Source: an optimization exercise on an open RTL-to-GDS flow (aim: small area). Production flows keep margins and buffers that such runs may drop.
Only simulation tests tie the RTL to the original design; equivalence was not proved.
No activity file was given, so power comes from the tool's default toggle rates.

===== flow/run.sh =====
#!/bin/bash
# synth_recipe.tcl (not shown) runs the flow's synth.tcl, then flattens the netlist and writes it again
# the make line also repeats each setting of config.mk as NAME=value (left out here)
make -C /OpenROAD-flow-scripts/flow DESIGN_CONFIG=/design/flow/config.mk WORK_HOME=/design/flow/orfs CLKGATE_MAP_FILE= SYNTH_SCRIPT=/design/flow/synth_recipe.tcl finish

===== flow/config.mk =====
export PLATFORM = sky130hd
export DESIGN_NAME = udp_tx_top
export DESIGN_NICKNAME = udp_tx_top
export VERILOG_FILES = /design/flow/design.v
export SDC_FILE = /design/flow/constraint.sdc
export NUM_CORES = 4
export LEC_CHECK = 0
export CAP_MARGIN = 20
export CORE_MARGIN = 2
export CORE_UTILIZATION = 40
export PLACE_DENSITY = 0.6
export SLEW_MARGIN = 20

===== flow/constraint.sdc =====
create_clock -name core_clock -period 6.5 [get_ports {clk}]
set_input_delay 1.3000 -clock core_clock [delete_from_list [all_inputs] [get_ports {clk}]]
set_output_delay 1.3000 -clock core_clock [all_outputs]
set_load 0.01 [all_outputs]

===== flow/design.v =====
`timescale 1ns/10ps
`default_nettype none
module crc32_d4
(
    input  wire         clk,
    input  wire         rst_n,
    input  wire         clear,
    input  wire         enable,
    input  wire  [3:0]  din,
    output reg   [31:0] crc
);
    localparam [31:0] CRC_POLY = 32'hEDB8_8320;
    localparam [31:0] CRC_INIT = 32'hFFFF_FFFF;
    reg [31:0] crc_next;
    integer    i;
    always @(*)
    begin
        crc_next = crc;
        for (i = 0; i < 4; i = i + 1)
        begin
            if (crc_next[0] ^ din[i])
                crc_next = (crc_next >> 1) ^ CRC_POLY;
            else
                crc_next = crc_next >> 1;
        end
    end
    always @(posedge clk or negedge rst_n)
    begin
        if (!rst_n)
            crc <= CRC_INIT;
        else if (clear)
            crc <= CRC_INIT;
        else if (enable)
            crc <= crc_next;
    end
endmodule
`default_nettype wire
`timescale 1ns/10ps
`default_nettype none
module payload_fifo
#(
    parameter DEPTH = 32
)
(
    input  wire         clk,
    input  wire         rst_n,
    input  wire         wr_en,
    input  wire  [31:0] wr_data,
    input  wire         rd_en,
    output wire  [31:0] rd_data,
    output wire         full
);
    localparam AW = (DEPTH > 1) ? $clog2(DEPTH) : 1;
    reg  [31:0]   mem [0:DEPTH-1];
    reg  [AW-1:0] wr_ptr;
    reg  [AW-1:0] rd_ptr;
    reg  [AW:0]   count;
    wire          do_wr;
    assign do_wr   = wr_en && !full;     
    assign full    = (count == DEPTH);
    assign rd_data = mem[rd_ptr];         
    always @(posedge clk)
    begin
        if (do_wr)
            mem[wr_ptr] <= wr_data;
    end
    always @(posedge clk or negedge rst_n)
    begin
        if (!rst_n)
        begin
            wr_ptr <= {AW{1'b0}};
            rd_ptr <= {AW{1'b0}};
            count  <= {(AW+1){1'b0}};
        end
        else
        begin
            if (do_wr)
                wr_ptr <= (wr_ptr == DEPTH - 1) ? {AW{1'b0}} : wr_ptr + 1'b1;
            if (rd_en)
                rd_ptr <= (rd_ptr == DEPTH - 1) ? {AW{1'b0}} : rd_ptr + 1'b1;
            case ({do_wr, rd_en})
                2'b10:   count <= count + 1'b1;
                2'b01:   count <= count - 1'b1;
                default: count <= count;
            endcase
        end
    end
endmodule
`default_nettype wire
`timescale 1ns/10ps
`default_nettype none
module udp_header_gen
#(
    parameter [47:0] BOARD_MAC  = 48'h00_0a_35_01_fe_c0,
    parameter [31:0] BOARD_IP   = 32'hc0_a8_00_0a,
    parameter [15:0] BOARD_PORT = 16'd1234,
    parameter [47:0] PC_MAC     = 48'hff_ff_ff_ff_ff_ff,
    parameter [31:0] PC_IP      = 32'hc0_a8_00_64,
    parameter [15:0] PC_PORT    = 16'd1234
)
(
    input  wire          clk,
    input  wire          rst_n,
    input  wire          send_en,
    input  wire  [15:0]  send_data_num,
    input  wire          tx_busy,
    output reg   [335:0] hdr,
    output reg   [15:0]  payload_len,
    output reg           hdr_valid
);
    localparam [15:0] ETH_TYPE_IPV4 = 16'h0800;
    localparam [7:0]  IP_VER_IHL    = 8'h45;
    localparam [7:0]  IP_TTL        = 8'h40;
    localparam [7:0]  IP_PROTO_UDP  = 8'd17;
    localparam [15:0] IP_FLAGS_DF   = 16'h4000;
    localparam [15:0] IP_HDR_BYTES  = 16'd20;
    localparam [15:0] UDP_HDR_BYTES = 16'd8;
    reg          send_en_q;
    wire         start;
    reg          hdr_load;       
    reg          csum_run;
    reg  [1:0]   csum_step;
    wire [31:0]  ip_sum;
    reg  [31:0]  csum_acc;
    assign start = send_en && !send_en_q && !tx_busy && !hdr_load && !csum_run && !hdr_valid;
    always @(posedge clk or negedge rst_n)
    begin
        if (!rst_n)
            send_en_q <= 1'b0;
        else
            send_en_q <= send_en;
    end
    always @(posedge clk or negedge rst_n)
    begin
        if (!rst_n)
        begin
            hdr_load    <= 1'b0;
            csum_run    <= 1'b0;
            csum_step   <= 2'd0;
            hdr_valid   <= 1'b0;
            payload_len <= 16'd0;
        end
        else
        begin
            hdr_valid <= 1'b0;
            hdr_load  <= start;
            if (start)
                payload_len <= send_data_num;
            if (hdr_load)
            begin
                csum_run  <= 1'b1;
                csum_step <= 2'd0;
            end
            else if (csum_run)
            begin
                csum_step <= csum_step + 2'd1;
                if (csum_step == 2'd3)
                begin
                    csum_run  <= 1'b0;
                    hdr_valid <= 1'b1;   
                end
            end
        end
    end
    assign ip_sum = {16'd0, hdr[223:208]} + hdr[207:192] + hdr[191:176] + hdr[175:160]
                  + hdr[159:144] + hdr[143:128]
                  + hdr[127:112] + hdr[111:96]
                  + hdr[95:80] + hdr[79:64];
    always @(posedge clk)
    begin
        if (csum_run)
        begin
            if (csum_step == 2'd0)
                csum_acc <= ip_sum;
            else
                csum_acc <= csum_acc[31:16] + csum_acc[15:0];    
        end
    end
    always @(posedge clk or negedge rst_n)
    begin
        if (!rst_n)
            hdr <= 336'd0;
        else if (hdr_load)
        begin
            hdr[335:288] <= PC_MAC;
            hdr[287:240] <= BOARD_MAC;
            hdr[239:224] <= ETH_TYPE_IPV4;
            hdr[223:216] <= IP_VER_IHL;
            hdr[215:208] <= 8'h00;
            hdr[207:192] <= payload_len + IP_HDR_BYTES + UDP_HDR_BYTES;
            hdr[191:176] <= hdr[191:176] + 16'd1;    
            hdr[175:160] <= IP_FLAGS_DF;
            hdr[159:152] <= IP_TTL;
            hdr[151:144] <= IP_PROTO_UDP;
            hdr[143:128] <= 16'h0000;
            hdr[127:96]  <= BOARD_IP;
            hdr[95:64]   <= PC_IP;
            hdr[63:48]   <= BOARD_PORT;
            hdr[47:32]   <= PC_PORT;
            hdr[31:16]   <= payload_len + UDP_HDR_BYTES;
            hdr[15:0]    <= 16'h0000;     
        end
        else if (csum_run && csum_step == 2'd3)
            hdr[143:128] <= ~csum_acc[15:0];
    end
endmodule
`default_nettype wire
`timescale 1ns/10ps
`default_nettype none
module mii_frame_tx
(
    input  wire          clk,
    input  wire          rst_n,
    input  wire [335:0]  hdr,
    input  wire [15:0]   payload_len,
    input  wire          hdr_valid,
    input  wire [31:0]   rd_data,
    output wire          rd_en,
    output wire          tx_busy,
    output reg           eth_tx_en,
    output reg  [3:0]    eth_tx_data,
    output reg           send_end
);
    localparam [7:0]  PREAMBLE_BYTE  = 8'h55;
    localparam [7:0]  SFD_BYTE       = 8'hD5;
    localparam [15:0] PREAMBLE_BYTES = 16'd8;    
    localparam [15:0] MIN_PAYLOAD    = 16'd18;   
    localparam [15:0] HDR_BYTES      = 16'd42;   
    localparam [15:0] FCS_BYTES      = 16'd4;
    localparam [2:0] PH_IDLE     = 3'd0;
    localparam [2:0] PH_PREAMBLE = 3'd1;
    localparam [2:0] PH_HEADER   = 3'd2;
    localparam [2:0] PH_PAYLOAD  = 3'd3;
    localparam [2:0] PH_PAD      = 3'd4;
    localparam [2:0] PH_FCS      = 3'd5;
    localparam [2:0] PH_DONE     = 3'd6;
    reg  [2:0]  phase;
    wire [2:0]  cur;         
    reg         nib_hi;      
    reg  [15:0] byte_cnt;
    reg  [15:0] last_byte;
    wire        byte_done;
    reg  [7:0]  cur_byte;
    wire [3:0]  cur_nib;
    wire        crc_en;
    wire [31:0] crc;
    assign cur = (phase == PH_IDLE && hdr_valid) ? PH_PREAMBLE : phase;
    always @(*)
    begin
        case (cur)
            PH_PREAMBLE: last_byte = PREAMBLE_BYTES - 16'd1;
            PH_HEADER:   last_byte = HDR_BYTES - 16'd1;
            PH_PAYLOAD:  last_byte = payload_len - 16'd1;
            PH_PAD:      last_byte = MIN_PAYLOAD - 16'd1;   
            default:     last_byte = FCS_BYTES - 16'd1;
        endcase
    end
    assign byte_done = nib_hi && (byte_cnt == last_byte);
    always @(*)
    begin
        case (cur)
            PH_PREAMBLE:
                cur_byte = (byte_cnt == PREAMBLE_BYTES - 16'd1) ? SFD_BYTE : PREAMBLE_BYTE;
            PH_HEADER:
                cur_byte = hdr[(32'd41 - {16'd0, byte_cnt}) * 8 +: 8];
            PH_PAYLOAD:
                cur_byte = rd_data[(2'd3 - byte_cnt[1:0]) * 8 +: 8];   
            PH_FCS:
                cur_byte = ~crc[byte_cnt[1:0] * 8 +: 8];
            default:
                cur_byte = 8'h00;    
        endcase
    end
    assign cur_nib = nib_hi ? cur_byte[7:4] : cur_byte[3:0];
    assign rd_en   = (cur == PH_PAYLOAD) && nib_hi && (byte_cnt[1:0] == 2'd3 || byte_done);
    assign crc_en  = (cur == PH_HEADER) || (cur == PH_PAYLOAD) || (cur == PH_PAD);
    assign tx_busy = (phase != PH_IDLE) || send_end;
    crc32_d4 u_crc
    (
        .clk    (clk),
        .rst_n  (rst_n),
        .clear  (hdr_valid),
        .enable (crc_en),
        .din    (cur_nib),
        .crc    (crc)
    );
    always @(posedge clk or negedge rst_n)
    begin
        if (!rst_n)
        begin
            phase       <= PH_IDLE;
            nib_hi      <= 1'b0;
            byte_cnt    <= 16'd0;
            eth_tx_en   <= 1'b0;
            eth_tx_data <= 4'd0;
            send_end    <= 1'b0;
        end
        else
        begin
            send_end    <= (cur == PH_DONE);
            eth_tx_en   <= 1'b0;
            eth_tx_data <= 4'd0;
            case (cur)
                PH_IDLE: ;
                PH_DONE: phase <= PH_IDLE;
                default:
                begin
                    eth_tx_en   <= 1'b1;
                    eth_tx_data <= cur_nib;
                    nib_hi      <= ~nib_hi;
                    phase       <= cur;
                    if (byte_done)
                    begin
                        byte_cnt <= 16'd0;
                        case (cur)
                            PH_PREAMBLE: phase <= PH_HEADER;
                            PH_HEADER:
                                phase <= (payload_len == 16'd0) ? PH_PAD : PH_PAYLOAD;
                            PH_PAYLOAD:
                            begin
                                if (payload_len < MIN_PAYLOAD)
                                begin
                                    phase    <= PH_PAD;
                                    byte_cnt <= payload_len;
                                end
                                else
                                    phase <= PH_FCS;
                            end
                            PH_PAD:  phase <= PH_FCS;
                            default: phase <= PH_DONE;
                        endcase
                    end
                    else if (nib_hi)
                        byte_cnt <= byte_cnt + 16'd1;
                end
            endcase
        end
    end
endmodule
`default_nettype wire
`timescale 1ns/10ps
`default_nettype none
module udp_tx_top
#(
    parameter [47:0] BOARD_MAC  = 48'h00_0a_35_01_fe_c0,
    parameter [31:0] BOARD_IP   = 32'hc0_a8_00_0a,
    parameter [15:0] BOARD_PORT = 16'd1234,
    parameter [47:0] PC_MAC     = 48'hff_ff_ff_ff_ff_ff,
    parameter [31:0] PC_IP      = 32'hc0_a8_00_64,
    parameter [15:0] PC_PORT    = 16'd1234,
    parameter        FIFO_DEPTH = 32
)
(
    input  wire         clk,
    input  wire         rst_n,
    input  wire         send_en,
    input  wire [15:0]  send_data_num,
    input  wire         wr_en,
    input  wire [31:0]  wr_data,
    output wire         fifo_full,
    output wire         send_end,
    output wire         eth_tx_en,
    output wire [3:0]   eth_tx_data
);
    wire [335:0] hdr;
    wire [15:0]  payload_len;
    wire         hdr_valid;
    wire         tx_busy;
    wire [31:0]  rd_data;
    wire         rd_en;
    udp_header_gen
    #(
        .BOARD_MAC  (BOARD_MAC),
        .BOARD_IP   (BOARD_IP),
        .BOARD_PORT (BOARD_PORT),
        .PC_MAC     (PC_MAC),
        .PC_IP      (PC_IP),
        .PC_PORT    (PC_PORT)
    )
    u_hdr_gen
    (
        .clk           (clk),
        .rst_n         (rst_n),
        .send_en       (send_en),
        .send_data_num (send_data_num),
        .tx_busy       (tx_busy),
        .hdr           (hdr),
        .payload_len   (payload_len),
        .hdr_valid     (hdr_valid)
    );
    payload_fifo #(.DEPTH(FIFO_DEPTH)) u_fifo
    (
        .clk     (clk),
        .rst_n   (rst_n),
        .wr_en   (wr_en),
        .wr_data (wr_data),
        .rd_en   (rd_en),
        .rd_data (rd_data),
        .full    (fifo_full)
    );
    mii_frame_tx u_mii_tx
    (
        .clk         (clk),
        .rst_n       (rst_n),
        .hdr         (hdr),
        .payload_len (payload_len),
        .hdr_valid   (hdr_valid),
        .rd_data     (rd_data),
        .rd_en       (rd_en),
        .tx_busy     (tx_busy),
        .eth_tx_en   (eth_tx_en),
        .eth_tx_data (eth_tx_data),
        .send_end    (send_end)
    );
endmodule
`default_nettype wire

==> summary.txt <==
==> sequential cells by signal (all words and copies together), names as in the netlist, 2 cells and up <==
register / flops
u_fifo.count: 6
u_mii_tx.phase: 3
u_fifo.mem: 1024
u_hdr_gen.csum_acc: 20
u_hdr_gen.csum_step: 2
u_hdr_gen.hdr: 63
u_mii_tx.u_crc.crc: 32
u_mii_tx.eth_tx_data: 4
u_mii_tx.byte_cnt: 16
u_fifo.rd_ptr: 5
u_fifo.wr_ptr: 5
u_hdr_gen.payload_len: 16
==> how the worst max path moves through the flow <==
stage / startpoint / endpoint / cells after the start
after floorplan: u_hdr_gen.hdr[178] / u_hdr_gen.csum_acc[17] / 22
after global placement: u_hdr_gen.hdr[178] / u_hdr_gen.csum_acc[18] / 22
after detailed placement: u_hdr_gen.hdr[178] / u_hdr_gen.csum_acc[18] / 22
after CTS: u_hdr_gen.hdr[178] / u_hdr_gen.csum_acc[18] / 22
after global routing: u_hdr_gen.hdr[178] / u_hdr_gen.csum_acc[18] / 22
final: u_hdr_gen.hdr[178] / u_hdr_gen.csum_acc[18] / 22
==> cell type report <==
class / count / area [µm²]
Timing Repair Buffer: 171 / 1499
Fill cell: 11408 / 71530
Sequential cell: 1203 / 35390
Inverter: 98 / 367.9
Clock inverter: 65 / 738.2
Multi-Input combinational cell: 1760 / 16530
Tap cell: 1755 / 2196
Clock buffer: 161 / 3219
==> worst max-delay path: cells and delay by family, from the launching register on <==
family          cells  cell delay (ps)
xor+xnor            2              360
buf+inv             2              150
compound gates     13             2790
flops               1              450
fa+ha+maj           5             1930
==> power groups by stage <==
| stage | sequential [µW] | combinational (µW) | clock [µW] |
|---|---|---|---|
| after CTS | 10200 | 10500 | 7110 |
| after floorplan | 9850 | 8000 | 0 |
| after detailed placement | 10400 | 10400 | 0 |
| after global routing | 10300 | 11600 | 7400 |
| final | 10200 | 10400 | 6990 |
| after global placement | 10400 | 10400 | 0 |
==> cells in the mapped netlist (all sizes together) (25+ instances only) <==
cell type  number  area, µm²
edfxtp       1044      31350
mux4          236       5356
nor2          174      653.1
nand2         156      585.6
dfrtp         127       3178
a21oi         121      605.6
mux2i         120       1201
o21ai         120      600.6
ha            105       1314
inv            96      360.4
buf            90      631.9
clkbuf         88      330.3
xnor2          88      842.1
xor2           58      515.5
nand3          51      255.2
nor3           42      215.2
dfstp          32      840.8
o22ai          32      200.2
and3           25      156.4
==> through the flow <==
| stage | total power [µW] | area [µm²] | worst slack [ps] | hold slack (ps) | cells |
|---|---|---|---|---|---|
| floorplan | 17850 | 52960 | 1121 | 433.9 | 3239 |
| global placement | 20770 | 55920 | 548.5 | 451.2 | 4983 |
| detailed placement | 20770 | 55980 | 540.0 | 457.9 | 4985 |
| CTS | 27830 | 59940 | 490.6 | 472.5 | 5211 |
| global route | 29290 | 59930 | 106.3 | 482.7 | 5213 |
| finish | 27620 | 59930 | 568.0 | 469.9 | 5213 |
==> kinds of logic after synthesis <==
| logic type | count (synthesis) |
|---|---|
| mux | 379 |
| xor+xnor | 151 |
| flops | 1203 |
| simple gates | 594 |
| compound gates | 511 |
| fa+ha+maj | 125 |
| buf+inv | 276 |
==> per-layer routing <==
metal / vias up / wire [µm] / track usage
met3: 215 / 9525 / 0.03913
met2: 1106 / 69500 / 0.3421
met5: - / 53 / 0
li1: 12978 / - / -
met4: 8 / 3578 / 0.05243
met1: 15589 / 59360 / 0.2860
==> cells in the final DEF (no fill, tap or decap), types with 106 or more instances in the layout <==
master | synthesis | routed
edfxtp_1 | 1044 | 1044
mux4_2 | 225 | 225
nand2_1 | 156 | 156
nor2_1 | 174 | 141
clkbuf_16 | 0 | 122
a21oi_1 | 121 | 120
mux2i_1 | 120 | 120
dfrtp_1 | 127 | 119
o21ai_0 | 107 | 107
buf_4 | 11 | 106
==> impl_metrics.tcl <==
set metrics [dict create \
    worst-setup-path-type "reg -> reg" \
    cp_common_cell "a21oi_1" \
    crit_path_max_fanout 6 \
    cts_inserted_buffers 119 \
    cts.sinks 1203 \
    final_antenna_net_count 0 \
    grt_pass1_vias 29519 \
    synth_edf_count 1044 \
    cts_resized 0 \
    min-delay-start "u_hdr_gen.csum_acc[3]" \
    io_pins 59 \
    synth-seq-cells 1203 \
    path_cells "ha_1, ha_1, a21o_1, a21oi_1, xnor2_1, inv_1, fa_1, xor2_1, fa_1, inv_1, ha_1, a21o_1, a21oi_1, o21bai_1, a21oi_1, o21bai_1, a21oi_1, o21bai_1, a2111oi_1, o31ai_1, a21oi_1, o311ai_0" \
    drt_wl_total_um 142000 \
    drv_cap 0 \
    sw_frac_of_total 0.3514 \
    yosys.area_share.xor_xnor 0.02778 \
    dieArea_um2 135300 \
    synth_compound_area_frac 0.06435 \
    synth-simple-area-share 0.05405 \
    ys_types 91 \
    holdPathEnd "u_hdr_gen.hdr[131]" \
    vias 29896 \
    design.core.area_um2 131500 \
    layout-drive-gt1-share 0.1842 \
    fin_crit_ps 5932 \
    clock_path_buffers 3 \
    clockPowerShare 0.253 \
    min_period_over_period 0.9126 \
    wl_per_cell_um 27.24 \
    max_slew.worst_pin.slew_ps 1147 \
    ys.flop_type "edfxtp_1" \
    h-tree-depth 3 \
    syn_avg_cell_area_um2 16.35 \
    slew_violations 0 \
    grt_max_degree 66 \
    timing.rr.start "u_hdr_gen.hdr[178]" \
    post_cts_buffers 0 \
    p_int_uw 17910 \
    cts_root_buffer "clkbuf_16" \
    fmax_mhz 168.6 \
    dp_hpwl_um 87770 \
    reg2regPathDepth 22 \
    clk_latency_ps 750 \
    final_core_util 0.4559 \
    worstSetupEndpointType "flop" \
    skew_ps 63.00 \
    area_delta_synth_final_pct 13.16 \
    pwr_density_cell_nw_per_um2 460.9 \
    die_h_um 367.9 \
    cts_hold_buf 0 \
    peakVddDrop_mv 0.5298 \
    clkTransAtPathRegs_ps 60 \
    overflow 0 \
    synth_area_um2 52960 \
    power.switching_uw 9706 \
    critPathMaxStageDelay_ps 670 \
    synth_adder_area_share 0.03218 \
    synth.yosys.warnings 4 \
    crit_required_ps 6920 \
    syn-num-nets 3415 \
    route.detailed.drc 0 \
    synthMuxAreaShare 0.1287 \
    fin_setup_tns_ps 0 \
    rrSetupSlack_ps 570 \
    synthArstFlopShare 0.1322 \
    final-hold-violation-count 0 \
    outcome "no timing/DRC/antenna violations" \
    cts_tree "done" \
    gp_congestion 0.8432 \
    synthCells 3239 \
    seqPwrFrac 0.370 \
    critPathArrivalTime_ps 6350 \
    drtIter0Drc 3261 \
    grt_pass1_wl_um 206500 \
    fin_nets 3529 \
    cp_slowest_cell "a2111oi_1" \
    power.share.combinational 0.377 \
    antenna_cells 0 \
    leakage_uw 0.01996 \
    grt_usage 0.2083 \
    critPathLaunchType "flop" \
    setup_violations 0 \
    min_path_type "reg -> reg" \
    dr.pass1.iters 5 \
    whs_path_depth 1 \
    start_util 0.4029 \
    r2r-end "u_hdr_gen.csum_acc[18]" \
    detail_route.vias_per_cell 5.735 \
    portBuffers 58 \
    yosysSeqAreaShare 0.6678 \
    rsz0062_at_grt "false" \
    synth_top_family_by_area "multiplexers" \
    relSlewSlack 0.2323 \
    antenna_found_initial 8 \
    num_rows 133 \
    die_w_um 367.9 \
]

## port drivers added, routing unchanged
The results above use ideal ports. As a check the final layout listed here was re-extracted and re-timed, cells and wires unchanged.
Step 1, drivers: a clkbuf_16 drives clk and a buf_2 each remaining input, both assumed.
Step 2, shift: input delay + t, output delay - t, t = (earliest + latest rising clock arrival at the registers) / 2. This alone moves slack from input paths to output paths.
Slacks: ideal / step 1 / step 2; pairs: ideal / step 1.
shift t [ns]: 0.791
slack for setup (ns): 0.568 / 0.568 / 0.568
slew at the worst register clock pin (ns): 0.07 / 0.07
After both steps setup and hold are still met in this run. The setup slack of this run moves by 0.000 ns with the drivers and by 0.000 ns with both steps.
